From an optimization exercise on the open Yosys and OpenROAD flow, aimed at a short achievable clock period and few clock cycles; shortcuts taken in it are not production practice.
RTL that was checked went through simulation tests only; none was proved equivalent to the original.
Power figures rest on the tool's default switching activity, not on a simulated workload.

==> module dcache_ctrl, before the edit <==
module dcache_ctrl #(
    parameter int INDEX_W = 4
) (
    input  logic          clk_i,
    input  logic          rst_i,
    input  logic          cpu_req_i,
    input  logic          cpu_we_i,
    input  logic [31:0]   cpu_addr_i,
    input  logic [31:0]   cpu_data_i,
    output logic [31:0]   cpu_data_o,
    output logic          cpu_stall_o,
    output logic          mem_req_o,
    output logic          mem_we_o,
    output logic [31:0]   mem_addr_o,
    output logic [127:0]  mem_data_o,
    input  logic [127:0]  mem_data_i,
    input  logic          mem_ack_i
);
    localparam int LINES = 1 << INDEX_W;
    localparam int TAG_W = 28 - INDEX_W;
    logic [LINES-1:0]     valid_q, dirty_q;
    logic [TAG_W-1:0]     tag_q [LINES];
    logic [127:0]         data_q [LINES];
    logic [TAG_W-1:0]     req_tag;
    logic [INDEX_W-1:0]   idx;
    logic [1:0]           off;
    logic [LINES-1:0]     line_sel, line_hit;
    logic [4*LINES-1:0]   word_sel;
    logic                 hit, victim_dirty, wb_done, fill, store_hit;
    logic [TAG_W-1:0]     victim_tag;
    logic [127:0]         line_rd, fill_line;
    logic [31:0]          word_rd;
    assign req_tag = cpu_addr_i[31:4+INDEX_W];
    assign idx     = cpu_addr_i[3+INDEX_W:4];
    assign off     = cpu_addr_i[3:2];
    always_comb begin
        line_hit     = '0;
        hit          = 1'b0;
        victim_dirty = 1'b0;
        victim_tag   = '0;
        line_rd      = '0;
        word_rd      = '0;
        for (int i = 0; i < LINES; i++) begin
            line_sel[i] = (idx == INDEX_W'(i));
            line_hit[i] = valid_q[i] & (tag_q[i] == req_tag);
            hit          = hit | (line_sel[i] & line_hit[i]);
            victim_dirty = victim_dirty | (line_sel[i] & valid_q[i] & dirty_q[i]);
            victim_tag   = victim_tag | ({TAG_W{line_sel[i]}} & tag_q[i]);
            line_rd      = line_rd | ({128{line_sel[i]}} & data_q[i]);
            for (int w = 0; w < 4; w++) begin
                word_sel[4*i+w] = line_sel[i] & (off == 2'(w));
                word_rd = word_rd | ({32{word_sel[4*i+w]}} & data_q[i][32*w +: 32]);
            end
        end
    end
    assign mem_req_o  = cpu_req_i & ~hit;
    assign mem_we_o   = victim_dirty;
    assign mem_addr_o = {victim_dirty ? victim_tag : req_tag, idx, 4'b0};
    assign mem_data_o = line_rd;
    assign wb_done   = mem_req_o & victim_dirty & mem_ack_i;
    assign fill      = mem_req_o & ~victim_dirty & mem_ack_i;
    assign store_hit = cpu_req_i & cpu_we_i & hit;
    assign cpu_stall_o = ~(hit | (mem_ack_i & ~victim_dirty));
    assign cpu_data_o  = mem_ack_i ? mem_data_i[{off, 5'b0} +: 32] : word_rd;
    always_comb begin
        fill_line = mem_data_i;
        if (cpu_we_i)
            fill_line[{off, 5'b0} +: 32] = cpu_data_i;
    end
    always_ff @(posedge clk_i) begin
        if (rst_i) begin
            valid_q <= '0;
            dirty_q <= '0;
        end else if (fill) begin
            valid_q[idx] <= 1'b1;
            dirty_q[idx] <= cpu_we_i;
        end else if (wb_done) begin
            dirty_q[idx] <= 1'b0;
        end else if (store_hit) begin
            dirty_q[idx] <= 1'b1;
        end
    end
    always_ff @(posedge clk_i) begin
        if (fill) begin
            data_q[idx] <= fill_line;
            tag_q[idx]  <= req_tag;
        end else if (store_hit) begin
            data_q[idx][{off, 5'b0} +: 32] <= cpu_data_i;
        end
    end
endmodule
export LEC_CHECK = 0
export ABC_CLOCK_PERIOD_IN_PS = 3500
export CAP_MARGIN = 20
export CORE_MARGIN = 2
export CORE_UTILIZATION = 40
export SETUP_SLACK_MARGIN = 3.0
export SLEW_MARGIN = 20
export TNS_END_PERCENT = 5
create_clock -name core_clock -period 7.0 [get_ports {clk_i}]
run.sh (not shown) runs the stock make flow with config.mk's settings and CLKGATE_MAP_FILE= SYNTH_SCRIPT=/design/flow/synth_recipe.tcl, a recipe that flattens the netlist after the stock synthesis.
The starting point passed the timing, DRC and antenna checks.
Edit:
--- a/flow/design.v
+++ b/flow/design.v
@@ -22,48 +22,30 @@
     logic [TAG_W-1:0]     tag_q [LINES];
     logic [127:0]         data_q [LINES];
     logic [TAG_W-1:0]     req_tag;
     logic [INDEX_W-1:0]   idx;
     logic [1:0]           off;
-    logic [LINES-1:0]     line_sel, line_hit;
-    logic [4*LINES-1:0]   word_sel;
+    logic [LINES-1:0]     line_hit;
     logic                 hit, victim_dirty, wb_done, fill, store_hit;
-    logic [TAG_W-1:0]     victim_tag;
-    logic [127:0]         line_rd, fill_line;
-    logic [31:0]          word_rd;
+    logic [127:0]         fill_line;
     assign req_tag = cpu_addr_i[31:4+INDEX_W];
     assign idx     = cpu_addr_i[3+INDEX_W:4];
     assign off     = cpu_addr_i[3:2];
-    always_comb begin
-        line_hit     = '0;
-        hit          = 1'b0;
-        victim_dirty = 1'b0;
-        victim_tag   = '0;
-        line_rd      = '0;
-        word_rd      = '0;
-        for (int i = 0; i < LINES; i++) begin
-            line_sel[i] = (idx == INDEX_W'(i));
+    always_comb
+        for (int i = 0; i < LINES; i++)
             line_hit[i] = valid_q[i] & (tag_q[i] == req_tag);
-            hit          = hit | (line_sel[i] & line_hit[i]);
-            victim_dirty = victim_dirty | (line_sel[i] & valid_q[i] & dirty_q[i]);
-            victim_tag   = victim_tag | ({TAG_W{line_sel[i]}} & tag_q[i]);
-            line_rd      = line_rd | ({128{line_sel[i]}} & data_q[i]);
-            for (int w = 0; w < 4; w++) begin
-                word_sel[4*i+w] = line_sel[i] & (off == 2'(w));
-                word_rd = word_rd | ({32{word_sel[4*i+w]}} & data_q[i][32*w +: 32]);
-            end
-        end
-    end
+    assign hit          = line_hit[idx];
+    assign victim_dirty = valid_q[idx] & dirty_q[idx];
     assign mem_req_o  = cpu_req_i & ~hit;
     assign mem_we_o   = victim_dirty;
-    assign mem_addr_o = {victim_dirty ? victim_tag : req_tag, idx, 4'b0};
-    assign mem_data_o = line_rd;
+    assign mem_addr_o = {victim_dirty ? tag_q[idx] : req_tag, idx, 4'b0};
+    assign mem_data_o = data_q[idx];
     assign wb_done   = mem_req_o & victim_dirty & mem_ack_i;
     assign fill      = mem_req_o & ~victim_dirty & mem_ack_i;
     assign store_hit = cpu_req_i & cpu_we_i & hit;
     assign cpu_stall_o = ~(hit | (mem_ack_i & ~victim_dirty));
-    assign cpu_data_o  = mem_ack_i ? mem_data_i[{off, 5'b0} +: 32] : word_rd;
+    assign cpu_data_o  = mem_ack_i ? mem_data_i[{off, 5'b0} +: 32] : data_q[idx][{off, 5'b0} +: 32];
     always_comb begin
         fill_line = mem_data_i;
         if (cpu_we_i)
             fill_line[{off, 5'b0} +: 32] = cpu_data_i;
     end
The changed run produced a clean layout. Final cell count went down by 13%. Final area fell by 2.9%. Core utilization shrinks by 3.4 points. Die area climbs by 4.0%. Clock skew stays flat. Hold slack is about the same. Global-route usage is lower by 8.1 points. Sequential share of layout area rises by 1.6 points. Critical path depth came out lower by 8. Worst setup slack gets better by 0.047 ns. Via count shrinks by 21%. Synthesized area grows by 4.0%. Non-clock buffer count goes down by 586. Clock-buffer cell count climbs by 1.
Testbench counts after the change, summed over its fixed seeds: cycles 52,226.
For the first run of this note, only the layout was checked, not whether the RTL still works.

* * *

## lane 5
dcache_ctrl, a different RTL version from the one above (not shown whole).
Size: roughly 6200 cells after synthesis, about 2700 flip-flops, ~390 I/O pins, ~100000 um2 of cells after synthesis.
==> module dcache_ctrl, before the edit <==
module dcache_ctrl #(
    parameter int INDEX_W = 4
) (
    input  logic          clk_i,
    input  logic          rst_i,
    input  logic          cpu_req_i,
    input  logic          cpu_we_i,
    input  logic [31:0]   cpu_addr_i,
    input  logic [31:0]   cpu_data_i,
    output logic [31:0]   cpu_data_o,
    output logic          cpu_stall_o,
    output logic          mem_req_o,
    output logic          mem_we_o,
    output logic [31:0]   mem_addr_o,
    output logic [127:0]  mem_data_o,
    input  logic [127:0]  mem_data_i,
    input  logic          mem_ack_i
);
    localparam int LINES = 1 << INDEX_W;
    localparam int TAG_W = 28 - INDEX_W;
    logic [LINES-1:0]     valid_q, dirty_q;
    logic [TAG_W-1:0]     tag_q [LINES];
    logic [127:0]         data_q [LINES];
    logic                 done_q, mreq_q, mwe_q, fetch_q;
    logic [27:0]          maddr_q;
    logic [127:0]         mdata_q;
    logic [31:0]          dout_q;
    logic [LINES-1:0]     fline_q;
    logic [3:0]           fsel_q;
    logic [3:0]           stsel_q [LINES];
    logic [TAG_W-1:0]     req_tag;
    logic [INDEX_W-1:0]   idx;
    logic [1:0]           off;
    logic [LINES-1:0]     line_sel;
    logic [3:0]           word_sel;
    logic                 idle, hit, victim_dirty, wb_ack, lookup_hit, lookup_miss;
    logic [127:0]         line_rd, wdata;
    logic [TAG_W-1:0]     victim_tag;
    logic [31:0]          word_rd;
    assign req_tag = cpu_addr_i[31:4+INDEX_W];
    assign idx     = cpu_addr_i[3+INDEX_W:4];
    assign off     = cpu_addr_i[3:2];
    always_comb begin
        for (int i = 0; i < LINES; i++)
            line_sel[i] = (idx == INDEX_W'(i));
        for (int w = 0; w < 4; w++)
            word_sel[w] = (off == 2'(w));
    end
    always_comb begin
        hit          = 1'b0;
        victim_dirty = 1'b0;
        victim_tag   = '0;
        line_rd      = '0;
        word_rd      = '0;
        for (int i = 0; i < LINES; i++) begin
            hit          = hit | (line_sel[i] & valid_q[i] & (tag_q[i] == req_tag));
            victim_dirty = victim_dirty | (line_sel[i] & valid_q[i] & dirty_q[i]);
            victim_tag   = victim_tag | ({TAG_W{line_sel[i]}} & tag_q[i]);
            line_rd      = line_rd | ({128{line_sel[i]}} & data_q[i]);
            for (int w = 0; w < 4; w++)
                word_rd = word_rd | ({32{line_sel[i] & word_sel[w]}} & data_q[i][32*w +: 32]);
        end
    end
    assign idle        = ~done_q & ~mreq_q;
    assign lookup_hit  = idle & cpu_req_i & hit;
    assign lookup_miss = idle & cpu_req_i & ~hit;
    assign wb_ack      = mreq_q & mwe_q & mem_ack_i;
    dcache_ctrl_aoi21 u_stall (
        .a1(fetch_q), .a2(mem_ack_i), .b(done_q), .y(cpu_stall_o)
    );
    for (genvar j = 0; j < 32; j++) begin : g_dout
        logic lo_n, hi_n;
        dcache_ctrl_aoi22 u_lo (
            .a1(fsel_q[0]), .a2(mem_data_i[j]), .b1(fsel_q[1]), .b2(mem_data_i[32+j]), .y(lo_n)
        );
        dcache_ctrl_aoi22 u_hi (
            .a1(fsel_q[2]), .a2(mem_data_i[64+j]), .b1(fsel_q[3]), .b2(mem_data_i[96+j]), .y(hi_n)
        );
        dcache_ctrl_nand3 u_or (
            .a(lo_n), .b(hi_n), .c(~(done_q & dout_q[j])), .y(cpu_data_o[j])
        );
    end
    assign mem_req_o  = mreq_q;
    assign mem_we_o   = mwe_q;
    assign mem_addr_o = {maddr_q, 4'b0};
    assign mem_data_o = mdata_q;
    always_ff @(posedge clk_i) begin
        if (rst_i) begin
            done_q  <= 1'b0;
            mreq_q  <= 1'b0;
            fetch_q <= 1'b0;
            fline_q <= '0;
            fsel_q  <= '0;
            for (int i = 0; i < LINES; i++)
                stsel_q[i] <= '0;
        end else begin
            done_q <= lookup_hit;
            if (idle) begin
                for (int i = 0; i < LINES; i++)
                    stsel_q[i] <= {4{cpu_req_i & cpu_we_i & line_sel[i]}} & word_sel;
                fline_q <= line_sel;
                mreq_q  <= lookup_miss;
                fetch_q <= lookup_miss & ~victim_dirty;
                fsel_q  <= {4{lookup_miss & ~victim_dirty}} & word_sel;
            end else if (wb_ack) begin
                fetch_q <= 1'b1;
                fsel_q  <= word_sel;
            end else if (fetch_q & mem_ack_i) begin
                mreq_q  <= 1'b0;
                fetch_q <= 1'b0;
                fsel_q  <= '0;
            end
        end
    end
    logic wb_next;
    assign wb_next = idle ? victim_dirty : (mwe_q & ~mem_ack_i);
    always_ff @(posedge clk_i) begin
        mwe_q   <= wb_next;
        maddr_q <= {wb_next ? victim_tag : req_tag, idx};
        mdata_q <= line_rd;
    end
    always_ff @(posedge clk_i)
        dout_q <= word_rd;
    always_comb
        for (int w = 0; w < 4; w++)
            wdata[32*w +: 32] = (fetch_q & ~(fsel_q[w] & cpu_we_i)) ? mem_data_i[32*w +: 32] : cpu_data_i;
    always_ff @(posedge clk_i) begin
        if (rst_i) begin
            valid_q <= '0;
            dirty_q <= '0;
        end else begin
            for (int i = 0; i < LINES; i++) begin
                if (fline_q[i] & fetch_q & mem_ack_i) begin
                    valid_q[i] <= 1'b1;
                    dirty_q[i] <= cpu_we_i;
                end else if (done_q & |stsel_q[i]) begin
                    dirty_q[i] <= 1'b1;
                end
            end
        end
    end
    always_ff @(posedge clk_i) begin
        for (int i = 0; i < LINES; i++) begin
            if (fline_q[i] & fetch_q & mem_ack_i)
                tag_q[i] <= req_tag;
            for (int w = 0; w < 4; w++)
                if ((fline_q[i] & fetch_q & mem_ack_i) | (done_q & stsel_q[i][w]))
                    data_q[i][32*w +: 32] <= wdata[32*w +: 32];
        end
    end
endmodule
Settings: LEC_CHECK=0, ABC_CLOCK_PERIOD_IN_PS=2500, CAP_MARGIN=20, CORE_MARGIN=2, CORE_UTILIZATION=40, SETUP_SLACK_MARGIN=3.7, SLEW_MARGIN=20, SYNTH_HIERARCHICAL=1, SYNTH_MINIMUM_KEEP_SIZE=0, TNS_END_PERCENT=20; clock period 7.0 ns.
standard.sh (not shown) runs the stock make flow with config.mk's settings and CLKGATE_MAP_FILE= SYNTH_SCRIPT=/design/flow/synth_recipe.tcl, a recipe that flattens the netlist after the stock synthesis.
==> flow/flow/run.sh <==
#!/bin/bash
# Standard layout, with two changes to how it is made:
#  - the port buffers are inserted as buf_4 (a plain buffer the resizer sizes further) instead
#    of the delay-buffer cell buffer_ports otherwise picks on sky130hd;
#  - flow/io_groups.tcl groups the ack-cycle pins together before pin placement.
set -euo pipefail
here=$(pwd)
bash standard.sh 'BUFFER_PORTS_ARGS=-buffer_cell sky130_fd_sc_hd__buf_4' \
    "PRE_IO_PLACEMENT_TCL=$here/flow/io_groups.tcl" finish > standard_make.log 2>&1
Other scripts of this flow, unchanged in this note and not shown: flow/flow/io_groups.tcl
Testbench counts of lane 5, summed over its fixed seeds: cycles 72,304.
Changes in lane 4 relative to lane 5:
--- a/flow/design.v
+++ b/flow/design.v
@@ -32,5 +32,5 @@
     logic [INDEX_W-1:0]   idx;
     logic [1:0]           off;
-    logic [LINES-1:0]     line_sel;
+    logic [LINES-1:0]     line_sel, line_hit, line_vd;
     logic [3:0]           word_sel;
     logic                 idle, hit, victim_dirty, wb_ack, lookup_hit, lookup_miss;
@@ -47,13 +47,16 @@
             word_sel[w] = (off == 2'(w));
     end
+    always_comb
+        for (int i = 0; i < LINES; i++) begin
+            line_hit[i] = valid_q[i] & (tag_q[i] == req_tag);
+            line_vd[i]  = valid_q[i] & dirty_q[i];
+        end
+    assign hit          = line_hit[idx];
+    assign victim_dirty = line_vd[idx];
     always_comb begin
-        hit          = 1'b0;
-        victim_dirty = 1'b0;
         victim_tag   = '0;
         line_rd      = '0;
         word_rd      = '0;
         for (int i = 0; i < LINES; i++) begin
-            hit          = hit | (line_sel[i] & valid_q[i] & (tag_q[i] == req_tag));
-            victim_dirty = victim_dirty | (line_sel[i] & valid_q[i] & dirty_q[i]);
             victim_tag   = victim_tag | ({TAG_W{line_sel[i]}} & tag_q[i]);
             line_rd      = line_rd | ({128{line_sel[i]}} & data_q[i]);
Findings:
Lane 4 | stages: all done | timing, DRC, antenna: all pass
Lane 4 reports its library cell contributing the largest single delay on the critical path as mux4_2 while lane 5 reports buf_4.
Compared with lane 5, lane 4 shows areal power density over the cells that has gone up slightly.
The die boundary height was comparable across lane 5 and lane 4.
Looking at lane 5 and lane 4, the final standard cell utilization of the core is a wash.
Taking lane 5 as the reference, in lane 4 setup slack on the worst flop-to-flop path ~0 delta, placed cell area decreased 740 um2, sum of routed wire length over all layers decreased by about 2.8% relative to the old numbers, overall via count from detail_route went down.
Lane 5 leaves more setup margin than lane 4.
Testbench counts of lane 4, summed over its fixed seeds: cycles 72,304.

==> afterwards: timing with drivers on the ports <==
Ports are ideal in the flow. The routed layouts listed here were re-timed in OpenROAD. Step 1: set_driving_cell puts a clkbuf_16 on clk_i and a buf_2 on each other input, an assumption about the parent block. Step 2 adds t to the input delays and takes it off the output delays; t is the mean of the earliest and latest rising clock arrival at the registers after step 1. Input paths then give back, and output paths get back, about the clock's delay inside the block. Three values: ideal, step 1, step 2; two values: the first two.
run	t (ns)	slack for setup (ns)	hold slack, ns	worst setup path at the end	slew at the worst register clock pin (ns)
the first run of note 1	1.016	1.340 / 1.298 / 0.939	0.481 / 0.481 / 0.481	input to register	0.07 / 0.07
the second run of note 1	0.990	1.387 / 0.943 / 0.849	0.482 / 0.482 / 0.482	input to register	0.07 / 0.07
lane 5	1.024	3.445 / 3.418 / 2.464	0.456 / 0.456 / 0.456	input to register	0.07 / 0.07
lane 4	0.983	3.343 / 3.322 / 2.391	0.453 / 0.453 / 0.453	input to register	0.07 / 0.07
After both steps setup and hold are still met in every run listed. For lane 5, which loses most, drivers alone change the setup slack by -0.027 ns; drivers and shift together by -0.981 ns.
